What follows belongs to an exercise in optimizing a design on an open flow for small area; a production flow would make more cautious choices.
Only simulation tests tie the RTL to the original design; equivalence was not proved.
Power and IR drop assume default switching activity.

## job 1160
// puf_soc_serializer
module puf_soc_serializer #(
  parameter int FRAM_SIZE = 160,
  parameter int LANES     = 1,
  parameter int LEN_W     = $clog2(FRAM_SIZE + 1)
) (
  input  logic                 clk,
  input  logic                 rst,
  input  logic                 i_tx_en,
  input  logic                 i_msb_first,
  input  logic [LEN_W-1:0]     i_ld_len,
  input  logic                 i_ld_valid,
  input  logic [FRAM_SIZE-1:0] i_ld_data,
  output logic                 o_ld_ready,
  output logic                 o_tx_valid,
  output logic [LANES-1:0]     o_tx_data,
  output logic                 o_tx_last,
  input  logic                 i_tx_ready,
  output logic                 o_tx_done,
  output logic                 o_busy
);
For scale: ~350 flip-flops, roughly 180 I/O pins, about 13000 um^2 of cells after synthesis.
==> flow/config.mk <==
export PLATFORM = sky130hd
export DESIGN_NAME = puf_soc_serializer
export DESIGN_NICKNAME = puf_soc_serializer
export VERILOG_FILES = /design/flow/design.v
export SDC_FILE = /design/flow/constraint.sdc
export NUM_CORES = 4
export LEC_CHECK = 0
export CAP_MARGIN = 20
export CORE_MARGIN = 2
export CORE_UTILIZATION = 65
export PLACE_DENSITY = 0.8
export SLEW_MARGIN = 20
==> flow/constraint.sdc <==
create_clock -name core_clock -period 6.0 [get_ports {clk}]
set_input_delay 1.2000 -clock core_clock [delete_from_list [all_inputs] [get_ports {clk}]]
set_output_delay 1.2000 -clock core_clock [all_outputs]
set_load 0.01 [all_outputs]
standard.sh (not shown) runs the stock make flow with config.mk's settings and CLKGATE_MAP_FILE= SYNTH_SCRIPT=/design/flow/synth_recipe.tcl, a recipe that flattens the netlist after the stock synthesis.
==> flow/flow/run.sh <==
#!/bin/bash
# Standard synthesis unchanged. The layout is the standard one except: the port buffers are the
# smallest buffer cell, and clock tree synthesis uses larger sink clusters and no dummy loads.
set -euo pipefail
bash standard.sh synth > synth.log 2>&1
bash standard.sh "BUFFER_PORTS_ARGS=-buffer_cell sky130_fd_sc_hd__buf_1" \
  "CTS_ARGS=-sink_clustering_enable -repair_clock_nets -dont_use_dummy_load -sink_clustering_size 10 -sink_clustering_max_diameter 30 -buf_list sky130_fd_sc_hd__clkbuf_4" \
  finish > layout.log 2>&1
Looking at the reports, job 1160 completed the entire flow and the layout it produced met the timing, DRC and antenna checks.
For job 4304, these inputs were changed with respect to job 1160:
# job 1160
export LEC_CHECK = 0
export CAP_MARGIN = 20
export CORE_MARGIN = 2
export CORE_UTILIZATION = 65
export PLACE_DENSITY = 0.8
export SLEW_MARGIN = 20
create_clock -name core_clock -period 6.0 [get_ports {clk}]
# job 4304
export LEC_CHECK = 0
export CAP_MARGIN = 20
export CORE_MARGIN = 2
export CORE_UTILIZATION = 40
export PLACE_DENSITY = 0.6
export SLEW_MARGIN = 20
create_clock -name core_clock -period 6.0 [get_ports {clk}]
--- a/flow/flow/run.sh
+++ b/flow/flow/run.sh
@@ -6,3 +6,3 @@
 bash standard.sh "BUFFER_PORTS_ARGS=-buffer_cell sky130_fd_sc_hd__buf_1" \
-  "CTS_ARGS=-sink_clustering_enable -repair_clock_nets -dont_use_dummy_load -sink_clustering_size 10 -sink_clustering_max_diameter 30 -buf_list sky130_fd_sc_hd__clkbuf_4" \
+  "CTS_ARGS=-sink_clustering_enable -repair_clock_nets -dont_use_dummy_load -sink_clustering_size 30 -sink_clustering_max_diameter 40 -buf_list sky130_fd_sc_hd__clkbuf_16" \
   finish > layout.log 2>&1
pos_q[1] as the launching element of the worst setup path was reported by job 4304, and pos_q[0] by job 1160.
From job 1160 to job 4304 the numbers moved as follows: final cell count without fillers shows an increase of 128, register clock-pin slew on the reported worst setup and hold paths shows a reduction of 0.04 ns.
Job 1160 has lower static leakage than job 4304.
Between job 4304 and job 1160, it is job 4304 whose power is higher, by about 21%.
Changes in job 4008 relative to job 4304:
# job 4304
export LEC_CHECK = 0
export CAP_MARGIN = 20
export CORE_MARGIN = 2
export CORE_UTILIZATION = 40
export PLACE_DENSITY = 0.6
export SLEW_MARGIN = 20
create_clock -name core_clock -period 6.0 [get_ports {clk}]
# job 4008
export LEC_CHECK = 0
export CAP_MARGIN = 20
export CORE_MARGIN = 2
export CORE_UTILIZATION = 72
export PLACE_DENSITY = 0.85
export SLEW_MARGIN = 20
create_clock -name core_clock -period 6.0 [get_ports {clk}]
--- a/flow/flow/run.sh
+++ b/flow/flow/run.sh
@@ -6,3 +6,3 @@
 bash standard.sh "BUFFER_PORTS_ARGS=-buffer_cell sky130_fd_sc_hd__buf_1" \
-  "CTS_ARGS=-sink_clustering_enable -repair_clock_nets -dont_use_dummy_load -sink_clustering_size 30 -sink_clustering_max_diameter 40 -buf_list sky130_fd_sc_hd__clkbuf_16" \
+  "CTS_ARGS=-sink_clustering_enable -repair_clock_nets -dont_use_dummy_load -sink_clustering_size 12 -sink_clustering_max_diameter 40 -buf_list sky130_fd_sc_hd__clkbuf_4" \
   finish > layout.log 2>&1
--- outcome ---
- [job 4008 vs job 4304] number of cells traversed by the worst register-to-register path: lower in job 4008
- Per the comparison of job 4008 with job 4304, critical path depth has remained practically unchanged; cell-internal power has decreased; overall power has decreased; final estimated routing congestion in global placement has increased.
- Comparing job 4304 and job 4008, register fraction of the total cell area is lower on job 4304.
- When job 4008 is measured against job 4304, its final core utilization turns out 32 points higher.
- Going from job 4304 to job 4008, non-clock buffer count in the final layout shrank slightly.
- Job 4008: worst setup timing slack at the placement stage lower than job 4304
- Net count reported at finish across job 4304 and job 4008: no real change.
Setup changes, job 4008 to job 2184
# job 4008
export LEC_CHECK = 0
export CAP_MARGIN = 20
export CORE_MARGIN = 2
export CORE_UTILIZATION = 72
export PLACE_DENSITY = 0.85
export SLEW_MARGIN = 20
create_clock -name core_clock -period 6.0 [get_ports {clk}]
# job 2184
export LEC_CHECK = 0
export CAP_MARGIN = 20
export CORE_MARGIN = 2
export CORE_UTILIZATION = 40
export PLACE_DENSITY = 0.6
export SLEW_MARGIN = 20
create_clock -name core_clock -period 6.0 [get_ports {clk}]
--- a/flow/flow/run.sh
+++ b/flow/flow/run.sh
@@ -6,3 +6,3 @@
 bash standard.sh "BUFFER_PORTS_ARGS=-buffer_cell sky130_fd_sc_hd__buf_1" \
-  "CTS_ARGS=-sink_clustering_enable -repair_clock_nets -dont_use_dummy_load -sink_clustering_size 12 -sink_clustering_max_diameter 40 -buf_list sky130_fd_sc_hd__clkbuf_4" \
+  "CTS_ARGS=-sink_clustering_enable -repair_clock_nets -dont_use_dummy_load -sink_clustering_size 20 -sink_clustering_max_diameter 60 -buf_list {sky130_fd_sc_hd__clkbuf_4 sky130_fd_sc_hd__clkbuf_8}" \
   finish > layout.log 2>&1
==> comparison <==
Job 2184 | stages: all done | timing, DRC, antenna: all pass. Job 4008 vs job 2184, busiest layer in global routing: met2 vs met1. Job 2184 -> job 4008: number of remaining DRC errors delta 0, exact match. For final cell count, dividing the value from job 2184 by the value from job 4008 gives 1.16. The layout sequential cell count on job 2184 is in line with that on job 4008. In the tables for job 2184 and job 4008, global routing usage on met1 reads lower with job 2184.
### job 2184 -> job 550
--- a/flow/flow/run.sh
+++ b/flow/flow/run.sh
@@ -6,3 +6,3 @@
 bash standard.sh "BUFFER_PORTS_ARGS=-buffer_cell sky130_fd_sc_hd__buf_1" \
-  "CTS_ARGS=-sink_clustering_enable -repair_clock_nets -dont_use_dummy_load -sink_clustering_size 20 -sink_clustering_max_diameter 60 -buf_list {sky130_fd_sc_hd__clkbuf_4 sky130_fd_sc_hd__clkbuf_8}" \
+  "CTS_ARGS=-sink_clustering_enable -repair_clock_nets -dont_use_dummy_load -sink_clustering_size 12 -sink_clustering_max_diameter 40 -buf_list sky130_fd_sc_hd__clkbuf_4" \
   finish > layout.log 2>&1
Results
Job 550 has completed all stages; timing, DRC and antenna checks passed. Comparing the two runs side by side, job 550 comes out behind job 2184 on highest clock rate. There was hardly any difference in post-route met1 wirelength between job 550 and job 2184. Comparing job 550 and job 2184, area growth from synthesis to final layout is higher on job 2184.
For job 8858, these inputs were changed with respect to job 550:
# job 550
export LEC_CHECK = 0
export CAP_MARGIN = 20
export CORE_MARGIN = 2
export CORE_UTILIZATION = 40
export PLACE_DENSITY = 0.6
export SLEW_MARGIN = 20
create_clock -name core_clock -period 6.0 [get_ports {clk}]
# job 8858
export LEC_CHECK = 0
export CAP_MARGIN = 20
export CORE_MARGIN = 2
export CORE_UTILIZATION = 65
export PLACE_DENSITY = 0.8
export SLEW_MARGIN = 20
create_clock -name core_clock -period 6.0 [get_ports {clk}]
--- a/flow/flow/run.sh
+++ b/flow/flow/run.sh
@@ -6,3 +6,3 @@
 bash standard.sh "BUFFER_PORTS_ARGS=-buffer_cell sky130_fd_sc_hd__buf_1" \
-  "CTS_ARGS=-sink_clustering_enable -repair_clock_nets -dont_use_dummy_load -sink_clustering_size 12 -sink_clustering_max_diameter 40 -buf_list sky130_fd_sc_hd__clkbuf_4" \
+  "CTS_ARGS=-sink_clustering_enable -repair_clock_nets -dont_use_dummy_load -sink_clustering_size 24 -sink_clustering_max_diameter 50 -buf_list sky130_fd_sc_hd__clkbuf_8" \
   finish > layout.log 2>&1
Findings:
Changes observed in job 8858 relative to job 550: via count of the first global-routing pass grew by 19; final-layout worst hold slack climbed 0.014 ns; fmax went down 6.1%; layout clock buffer count lost 12.
Job 8858 closes out successfully: all stages finished, all timing, DRC and antenna checks passed.
From job 550 to job 8858 the numbers moved as follows: initial standard-cell utilization of the core shows an increase of 26 points; source-to-sink clock delay at the later pin of the worst-skew pair shows a reduction of 0.11 ns; xor and xnor area share after synthesis shows no meaningful change; layout filler cell count shows a reduction of 61%.

========
Setup of run A:
The RTL this note starts from:
==> flow/design.v <==
package puf_soc_ser_pkg;
  typedef enum logic {
    IDLE  = 1'b0,
    SHIFT = 1'b1
  } ser_state_e;
  localparam logic LSB_FIRST = 1'b0;
  localparam logic MSB_FIRST = 1'b1;
  function automatic integer len_w(input integer fram_size);
    len_w = $clog2(fram_size + 1);
  endfunction
  function automatic integer cnt_w(input integer fram_size, input integer lanes);
    cnt_w = $clog2(fram_size / lanes + 1);
  endfunction
endpackage
module puf_soc_ser_hold #(
  parameter int W = 8
) (
  input  logic         clk,
  input  logic         rst,
  input  logic         in_vld,
  output logic         in_rdy,
  input  logic [W-1:0] in_dat,
  output logic         out_vld,
  input  logic         out_rdy,
  output logic [W-1:0] out_dat
);
  logic         full_q;
  logic [W-1:0] dat_q;
  always_ff @(posedge clk) begin
    if (rst)                    full_q <= 1'b0;
    else if (in_vld && !full_q) full_q <= 1'b1;
    else if (out_rdy)           full_q <= 1'b0;
  end
  always_ff @(posedge clk) begin
    if (!full_q) dat_q <= in_dat;
  end
  assign in_rdy  = ~full_q;
  assign out_vld = full_q;
  assign out_dat = dat_q;
endmodule
import puf_soc_ser_pkg::*;
module puf_soc_serializer #(
  parameter int FRAM_SIZE = 160,
  parameter int LANES     = 1,
  parameter int LEN_W     = $clog2(FRAM_SIZE + 1)
) (
  input  logic                 clk,
  input  logic                 rst,
  input  logic                 i_tx_en,
  input  logic                 i_msb_first,
  input  logic [LEN_W-1:0]     i_ld_len,
  input  logic                 i_ld_valid,
  input  logic [FRAM_SIZE-1:0] i_ld_data,
  output logic                 o_ld_ready,
  output logic                 o_tx_valid,
  output logic [LANES-1:0]     o_tx_data,
  output logic                 o_tx_last,
  input  logic                 i_tx_ready,
  output logic                 o_tx_done,
  output logic                 o_busy
);
  localparam int               POS_W    = $clog2(FRAM_SIZE + 1);
  localparam logic [LEN_W-1:0] FRAM_LEN = LEN_W'(FRAM_SIZE);
  localparam int               HW       = FRAM_SIZE + POS_W + 1;
  logic [POS_W-1:0] in_n;
  assign in_n = (i_ld_len == '0 || i_ld_len > FRAM_LEN) ? POS_W'(FRAM_SIZE) : POS_W'(i_ld_len);
  logic                 h_vld, launch;
  logic [HW-1:0]        h_dat;
  logic                 h_msb;
  logic [POS_W-1:0]     h_n;
  logic [FRAM_SIZE-1:0] h_data;
  puf_soc_ser_hold #(.W(HW)) u_hold (
    .clk     (clk),
    .rst     (rst),
    .in_vld  (i_ld_valid),
    .in_rdy  (o_ld_ready),
    .in_dat  ({i_msb_first, in_n, i_ld_data}),
    .out_vld (h_vld),
    .out_rdy (launch),
    .out_dat (h_dat)
  );
  assign h_msb  = h_dat[HW-1];
  assign h_n    = h_dat[FRAM_SIZE +: POS_W];
  assign h_data = h_dat[FRAM_SIZE-1:0];
  logic                 send_q, vld_q, done_q;
  logic                 dir_q;
  logic [POS_W-1:0]     pos_q, end_q;
  logic [FRAM_SIZE-1:0] dat_q;
  logic                 last, taken;
  assign last   = (pos_q == end_q);
  assign taken  = vld_q & i_tx_ready;
  assign launch = h_vld & i_tx_en & (~send_q | (taken & last));
  always_ff @(posedge clk) begin
    if (rst) begin
      send_q <= 1'b0;
      vld_q  <= 1'b0;
      done_q <= 1'b0;
    end else begin
      done_q <= taken & last;
      if (launch) begin
        send_q <= 1'b1;
        vld_q  <= 1'b1;
      end else if (taken) begin
        if (last) begin
          send_q <= 1'b0;
          vld_q  <= 1'b0;
        end else begin
          vld_q  <= i_tx_en;
        end
      end else if (send_q) begin
        vld_q <= vld_q | i_tx_en;
      end
    end
  end
  always_ff @(posedge clk) begin
    if (launch) begin
      dat_q <= h_data;
      dir_q <= h_msb;
      pos_q <= h_msb ? h_n : POS_W'(1);
      end_q <= h_msb ? POS_W'(1) : h_n;
    end else if (taken && !last) begin
      pos_q <= dir_q ? pos_q - 1'b1 : pos_q + 1'b1;
    end
  end
  logic [255:0] rd0;
  logic [63:0]  rd1;
  logic [15:0]  rd2;
  logic [3:0]   rd3;
  always_comb begin
    rd0 = {95'd0, dat_q, 1'b0};
    for (int i = 0; i < 64; i++) rd1[i] = rd0[4*i + pos_q[1:0]];
    for (int i = 0; i < 16; i++) rd2[i] = rd1[4*i + pos_q[3:2]];
    for (int i = 0; i < 4; i++)  rd3[i] = rd2[4*i + pos_q[5:4]];
  end
  assign o_tx_valid = vld_q;
  assign o_tx_data  = rd3[pos_q[7:6]];
  assign o_tx_last  = last;
  assign o_tx_done  = done_q;
  assign o_busy     = send_q | h_vld;
endmodule
==> flow/config.mk <==
export PLATFORM = sky130hd
export DESIGN_NAME = puf_soc_serializer
export DESIGN_NICKNAME = puf_soc_serializer
export VERILOG_FILES = /design/flow/design.v
export SDC_FILE = /design/flow/constraint.sdc
export NUM_CORES = 4
export LEC_CHECK = 0
export CAP_MARGIN = 5
export CORE_MARGIN = 2
export CORE_UTILIZATION = 40
export PLACE_DENSITY = 0.6
export SLEW_MARGIN = 5
==> flow/constraint.sdc <==
create_clock -name core_clock -period 6.0 [get_ports {clk}]
set_input_delay 1.2000 -clock core_clock [delete_from_list [all_inputs] [get_ports {clk}]]
set_output_delay 1.2000 -clock core_clock [all_outputs]
set_load 0.01 [all_outputs]
==> flow/flow/run.sh <==
#!/bin/bash
# Standard synthesis unchanged. The layout is the standard one except: the port buffers are the
# smallest buffer cell, and clock tree synthesis uses larger sink clusters and no dummy loads.
set -euo pipefail
bash standard.sh synth > synth.log 2>&1
bash standard.sh "BUFFER_PORTS_ARGS=-buffer_cell sky130_fd_sc_hd__buf_1" \
  "CTS_ARGS=-sink_clustering_enable -repair_clock_nets -dont_use_dummy_load -sink_clustering_size 12 -sink_clustering_max_diameter 40 -buf_list sky130_fd_sc_hd__clkbuf_4" \
  finish > layout.log 2>&1
In summary, run A completed successfully, with a layout that passed the timing, DRC and antenna checks.
Here is what was changed in the inputs of run B compared with run A.
==> flow/flow/run.sh <==
#!/bin/bash
# Standard synthesis unchanged. The layout is the standard one except: the port buffers are the
# smallest buffer cell, and clock tree synthesis uses larger sink clusters and no dummy loads.
set -euo pipefail
bash standard.sh synth > synth.log 2>&1
bash standard.sh "BUFFER_PORTS_ARGS=-buffer_cell sky130_fd_sc_hd__buf_1" \
  "CTS_ARGS=-sink_clustering_enable -repair_clock_nets -dont_use_dummy_load -sink_clustering_size 8 -sink_clustering_max_diameter 30 -buf_list {sky130_fd_sc_hd__clkbuf_2 sky130_fd_sc_hd__clkbuf_4}" \
  finish > layout.log 2>&1
-- flow/config.mk --
<<< run A, line 6
export NUM_CORES = 4
export LEC_CHECK = 0
export CAP_MARGIN = 5
export CORE_MARGIN = 2
export CORE_UTILIZATION = 40
export PLACE_DENSITY = 0.6
export SLEW_MARGIN = 5
>>> run B, line 6
export NUM_CORES = 4
export LEC_CHECK = 0
export CAP_MARGIN = 20
export CORE_MARGIN = 2
export CORE_UTILIZATION = 65
export PLACE_DENSITY = 0.8
export SLEW_MARGIN = 20
## What came out
- Going from run A to run B, starting DRC count in detailed routing grew by more than a quarter.
- Of run A and run B, the lower final worst-path setup slack belongs to run B.
- Reported for run A and run B, number of hold violations in the final report turned out identical to the last digit.
- | clock buffer count from CTS | run B vs run A | about 36% higher |
- Peak ir drop on the vdd network for run B: 23% up relative to run A
- Between run B and run A, it is run B whose clock-buffer cell count is higher, by 15.
- Delta(final-layout clock-cell area share, run B - run A) > 0
- From run A to run B, post-CTS resize count did not move at all.
Relative to run B, the following input files were edited for run C:
==> flow/flow/run.sh <==
#!/bin/bash
# Standard synthesis unchanged. The layout is the standard one except: the port buffers are the
# smallest buffer cell, and clock tree synthesis uses larger sink clusters and no dummy loads.
set -euo pipefail
bash standard.sh synth > synth.log 2>&1
bash standard.sh "BUFFER_PORTS_ARGS=-buffer_cell sky130_fd_sc_hd__buf_1" \
  "CTS_ARGS=-sink_clustering_enable -repair_clock_nets -dont_use_dummy_load -sink_clustering_size 30 -sink_clustering_max_diameter 35 -buf_list sky130_fd_sc_hd__clkbuf_8" \
  finish > layout.log 2>&1
Notes after the runs:
Run C vs run B — filler cell count in the final layout dropped 56. The fraction of power consumed by the clock network number comes out lower for run B vs run C. Per the comparison of run C with run B, combinational power stayed essentially flat, proportion of cell area occupied by registers decreased 0.71 points, cell area picked up an extra 0.96%.
Changes in run D relative to run C:
==> flow/flow/run.sh <==
#!/bin/bash
# Standard synthesis unchanged. The layout is the standard one except: the port buffers are the
# smallest buffer cell, and clock tree synthesis uses larger sink clusters and no dummy loads.
set -euo pipefail
bash standard.sh synth > synth.log 2>&1
bash standard.sh "BUFFER_PORTS_ARGS=-buffer_cell sky130_fd_sc_hd__buf_1" \
  "CTS_ARGS=-sink_clustering_enable -repair_clock_nets -dont_use_dummy_load -sink_clustering_size 20 -sink_clustering_max_diameter 40 -buf_list sky130_fd_sc_hd__clkbuf_8" \
  finish > layout.log 2>&1
==> comparison <==
Run D went all the way through the flow, and no timing, DRC or antenna check failed.
Run C: no failed stages, no open violations at the end
From run C to run D the numbers moved as follows: met1 capacity usage during global routing ~0 delta, portion of the clock cycle consumed by the worst path in the final layout ~0 delta.
Of run C and run D, run C shows the higher area added between synthesis and finish, with run D below it.
In run D, core utilization of the finished layout is lower than in run C.
The run with more routed wire is run C, not run D.
On maximum clock rate, run C and run D are neck and neck.
Compared with run C, run D shows a lower clock group share of total power.
In run D the amount of wire on met3 after detailed routing turned out 90 µm higher than in run C.
Run D vs run C — static leakage dropped slightly

## what the ideal ports hide
Ports are ideal in the flow. The routed layouts listed here were re-timed in OpenROAD. Step 1 sets driving cells, clkbuf_16 on the clock port and buf_2 on the other inputs (assumed; they add their load-dependent delay and slew). Step 2 moves the port delays by t, midway between the first and last clock arrival at a register: inputs arrive t later, outputs are due t later. That takes back most of the time a late clock gives input paths. a / b / c = no drivers / after step 1 / after step 2; a / b = the first two.
run | t, ns | setup slack, ns | worst register clock-pin slew, ns
job 1160 | 0.667 | 0.918 / 0.880 / 1.548 | 0.10 / 0.10
job 4304 | 0.547 | 1.434 / 1.387 / 1.934 | 0.06 / 0.06
job 4008 | 0.669 | 0.982 / 0.942 / 1.611 | 0.11 / 0.11
job 2184 | 0.599 | 1.414 / 1.370 / 1.969 | 0.11 / 0.11
job 550 | 0.672 | 1.285 / 1.243 / 1.915 | 0.12 / 0.12
job 8858 | 0.601 | 0.979 / 0.940 / 1.541 | 0.11 / 0.11
run A | 0.672 | 1.285 / 1.243 / 1.915 | 0.12 / 0.12
run B | 0.696 | 0.918 / 0.874 / 1.570 | 0.09 / 0.09
run C | 0.553 | 1.070 / 1.025 / 1.579 | 0.09 / 0.09
run D | 0.546 | 1.069 / 1.030 / 1.576 | 0.11 / 0.11
After both steps setup and hold are still met in every run listed.
